From an optimization exercise on the open Yosys and OpenROAD flow, aimed at small area, a short achievable clock period and few clock cycles per item; shortcuts taken in it are not production practice.
Only simulation tests tie the RTL to the original design; equivalence was not proved.
Power figures rest on the tool's default switching activity, not on a simulated workload.

Setup of job 6414:
==> flow/design.v (excerpt) <==
module alu_exec_unit #(
    parameter  int WIDTH = 64,
    parameter  int DEPTH = 32,
    localparam int AW    = $clog2(DEPTH)
) (
    input  logic             i_clock,
    input  logic             i_reset_n,
    input  logic             i_cmd_valid,
    output logic             o_cmd_ready,
    input  logic [2:0]       i_cmd_op,
    input  logic [AW-1:0]    i_cmd_rs1,
    input  logic [AW-1:0]    i_cmd_rs2,
    input  logic [AW-1:0]    i_cmd_rd,
    input  logic             i_ld_valid,
    input  logic [AW-1:0]    i_ld_addr,
    input  logic [WIDTH-1:0] i_ld_data,
    output logic             o_rsp_valid,
    output logic [WIDTH-1:0] o_rsp_result,
    output logic             o_rsp_carry,
    output logic             o_rsp_overflow,
    output logic             o_rsp_zero,
    output logic             o_rsp_illegal
);
Settings: LEC_CHECK=0, ABC_AREA=1, CAP_MARGIN=20, CORE_MARGIN=2, CORE_UTILIZATION=40, CTS_CLUSTER_DIAMETER=60, CTS_CLUSTER_SIZE=24, GPL_ROUTABILITY_DRIVEN=1, GPL_TIMING_DRIVEN=1, PLACE_DENSITY=0.5, SETUP_SLACK_MARGIN=2.5, SLEW_MARGIN=20, TNS_END_PERCENT=5; clock period 5.0 ns.
run.sh (not shown) runs the stock make flow with config.mk's settings and CLKGATE_MAP_FILE= SYNTH_SCRIPT=/design/flow/synth_recipe.tcl, a recipe that flattens the netlist after the stock synthesis.
Job 6414 has completed all stages; timing, DRC and antenna checks passed.
Testbench counts of job 6414, summed over its fixed seeds: cycles 11,232, commands 9,600.
For job 6128, these inputs were changed with respect to job 6414:
diff --git a/flow/config.mk b/flow/config.mk
--- a/flow/config.mk
+++ b/flow/config.mk
@@ -12,2 +12,2 @@
-export CTS_CLUSTER_DIAMETER = 60
-export CTS_CLUSTER_SIZE = 24
+export CTS_CLUSTER_DIAMETER = 50
+export CTS_CLUSTER_SIZE = 20
@@ -17 +17 @@
-export SETUP_SLACK_MARGIN = 2.5
+export SETUP_SLACK_MARGIN = 2.6
@@ -19 +19 @@
-export TNS_END_PERCENT = 5
+export TNS_END_PERCENT = 100
Findings:
In job 6128, hold slack is higher than in job 6414.
Job 6128 against job 6414: internal power component moved up; via count climbed 2.5%.
Per the comparison of job 6128 with job 6414, global routing usage on met3 higher, final setup skew now sits higher, share of total power consumed by net switching lower, power consumption now sits higher.
Job 6128 went all the way through synthesis, placement and routing and the layout is clean on timing, DRC and antenna.
For the utilization after layout, job 6128 came in 3.1 points higher than job 6414 did.
## Diff of input files: job 1853 against job 6128
diff --git a/flow/config.mk b/flow/config.mk
--- a/flow/config.mk
+++ b/flow/config.mk
@@ -12,2 +12,2 @@
-export CTS_CLUSTER_DIAMETER = 50
-export CTS_CLUSTER_SIZE = 20
+export CTS_CLUSTER_DIAMETER = 60
+export CTS_CLUSTER_SIZE = 24
@@ -17 +17 @@
-export SETUP_SLACK_MARGIN = 2.6
+export SETUP_SLACK_MARGIN = 2.65
@@ -19 +19 @@
-export TNS_END_PERCENT = 100
+export TNS_END_PERCENT = 5
### Flow results
Compared with job 6128, job 1853 shows a share of total power in sequential cells that is 3.6 points higher.
In job 1853 the number of H-tree levels turned out 1 lower than in job 6128.
Switching fraction of total power (lower): job 6128
Job 1853 has proportion of layout cells with a drive suffix above 1 below what job 6128 had.
In summary, job 1853 completed successfully, with a layout that passed the timing, DRC and antenna checks.
#### Input delta (job 298 over job 1853)
diff --git a/flow/config.mk b/flow/config.mk
--- a/flow/config.mk
+++ b/flow/config.mk
@@ -16,2 +16,2 @@
-export PLACE_DENSITY = 0.5
-export SETUP_SLACK_MARGIN = 2.65
+export PLACE_DENSITY = 0.6
+export SETUP_SLACK_MARGIN = 2.5
[summary]
Delta (job 298 minus job 1853): clock period minus worst slack saw an increase; number of different library cells in the post-synthesis netlist saw little to no change.
Going from job 1853 to job 298, sequential cell power flat; path length in cells of the critical path +1.
#### Input delta (job 487 over job 298)
diff --git a/flow/config.mk b/flow/config.mk
--- a/flow/config.mk
+++ b/flow/config.mk
@@ -16,2 +16,2 @@
-export PLACE_DENSITY = 0.6
-export SETUP_SLACK_MARGIN = 2.5
+export PLACE_DENSITY = 0.5
+export SETUP_SLACK_MARGIN = 2.35
Results
Job 298 → job 487: power consumed by combinational cells now larger; setup slack after placement shrank by 0.44 ns; fmax shows a reduction of about 8%; final cycle utilization of the critical path now larger; post-CTS resize count lower. Job 487 did not stop at any stage, and its layout met the timing, DRC and antenna checks. Comparing job 298 and job 487, endpoint required time on the critical path is lower on job 298. Summary of job 487 over job 298: relative contribution of combinational cells to total power about even; layout overhead on the synthesized area rose 0.67 points.
The inputs of job 6255 differ from those of job 487 as listed below.
diff --git a/flow/config.mk b/flow/config.mk
--- a/flow/config.mk
+++ b/flow/config.mk
@@ -17 +17 @@
-export SETUP_SLACK_MARGIN = 2.35
+export SETUP_SLACK_MARGIN = 2.5
@@ -19 +19 @@
-export TNS_END_PERCENT = 5
+export TNS_END_PERCENT = 0
[summary]
Design internal power in job 6255 is about 0.4% above job 487. Diff job 6255 and job 487: number of global-route vias before repair lower in job 487. On part of the total power dissipated in the clock network: job 6255 sits below job 487. On register area, job 6255 tracks job 487 almost exactly. From job 6255 to job 487, top fanout value on the critical path did not move at all.

========
alu_exec_unit, a different RTL version from the one above (not shown whole).
Size in the first run: ~10,000 cells after synthesis, ~110,000 sq um of cells after synthesis.
clock: 5.0 ns
lec_check: 0
abc_area: 1
cap_margin: 20
core_margin: 2
core_utilization: 45
cts_cluster_diameter: 60
cts_cluster_size: 24
gpl_routability_driven: 1
gpl_timing_driven: 1
place_density: 0.55
setup_slack_margin: 2.5
slew_margin: 20
tns_end_percent: 10
The first run finished clean.
Testbench counts at the start, summed over its fixed seeds: cycles 11,232, commands 9,600.
Edit:
CORE_UTILIZATION = 40   (was 45)
CTS_CLUSTER_DIAMETER = default   (was 60)
CTS_CLUSTER_SIZE = default   (was 24)
PLACE_DENSITY = 0.5   (was 0.55)
TNS_END_PERCENT = default   (was 10)
Area after synthesis stays the same.
Worst setup slack improves by 160 ps.
Cell area is higher by about 3.3%.
Clock power is higher by about 27%.
Worst hold slack degrades by 97 ps.
Count of clock-buffer cells in the layout is higher by 187.
Critical path depth is lower by 5.
Utilization is lower by 4.8 points.

==> afterwards: timing with drivers on the ports <==
The flow's constraints put no driver on any port. The routed layouts listed below were extracted and timed again, unchanged, in two steps.
Step 1 (the two cells are an assumption about what drives the block):
set clk [get_ports {i_clock}]
set_driving_cell -lib_cell sky130_fd_sc_hd__clkbuf_16 $clk
set_driving_cell -lib_cell sky130_fd_sc_hd__buf_2 [delete_from_list [all_inputs] $clk]
Step 2 times the ports against the registers' clock, not the clock port: input delays grow and output delays shrink by t, the midpoint of the rising clock arrivals with the driver on.
Three values: ideal ports, drivers, drivers and shift; two values: the first two.
run | shift t [ns] | slack for setup (ns) | worst hold slack (ns) | worst setup path at the end | worst slew at a driven data input, ns
job 6414 | 1.053 | 2.311 / 2.285 / 1.511 | 0.035 / -0.063 / 0.327 | input to register | 0.21
job 6128 | 1.055 | 2.383 / 2.383 / 1.698 | 0.040 / -0.060 / 0.325 | input to register | 0.24
job 1853 | 1.050 | 2.382 / 2.382 / 1.609 | 0.044 / -0.048 / 0.327 | input to register | 0.20
job 298 | 1.038 | 2.176 / 2.151 / 1.634 | 0.017 / -0.020 / 0.340 | input to register | 0.09
job 487 | 1.056 | 1.923 / 1.923 / 1.287 | 0.028 / -0.065 / 0.327 | input to register | 0.22
job 6255 | 1.046 | 2.216 / 2.216 / 1.486 | 0.041 / -0.050 / 0.327 | input to register | 0.19
the first run of note 2 | 0.990 | 1.969 / 1.969 / 1.162 | 0.341 / 0.341 / 0.341 | input to register | 0.22
the second run of note 2 | 1.067 | 2.125 / 2.125 / 1.335 | 0.244 / 0.174 / 0.336 | input to register | 0.24
After both steps setup and hold are still met in every run listed. The setup slack of the first run of note 2, which loses most, moves by 0.000 ns with the drivers and by -0.807 ns with both steps.
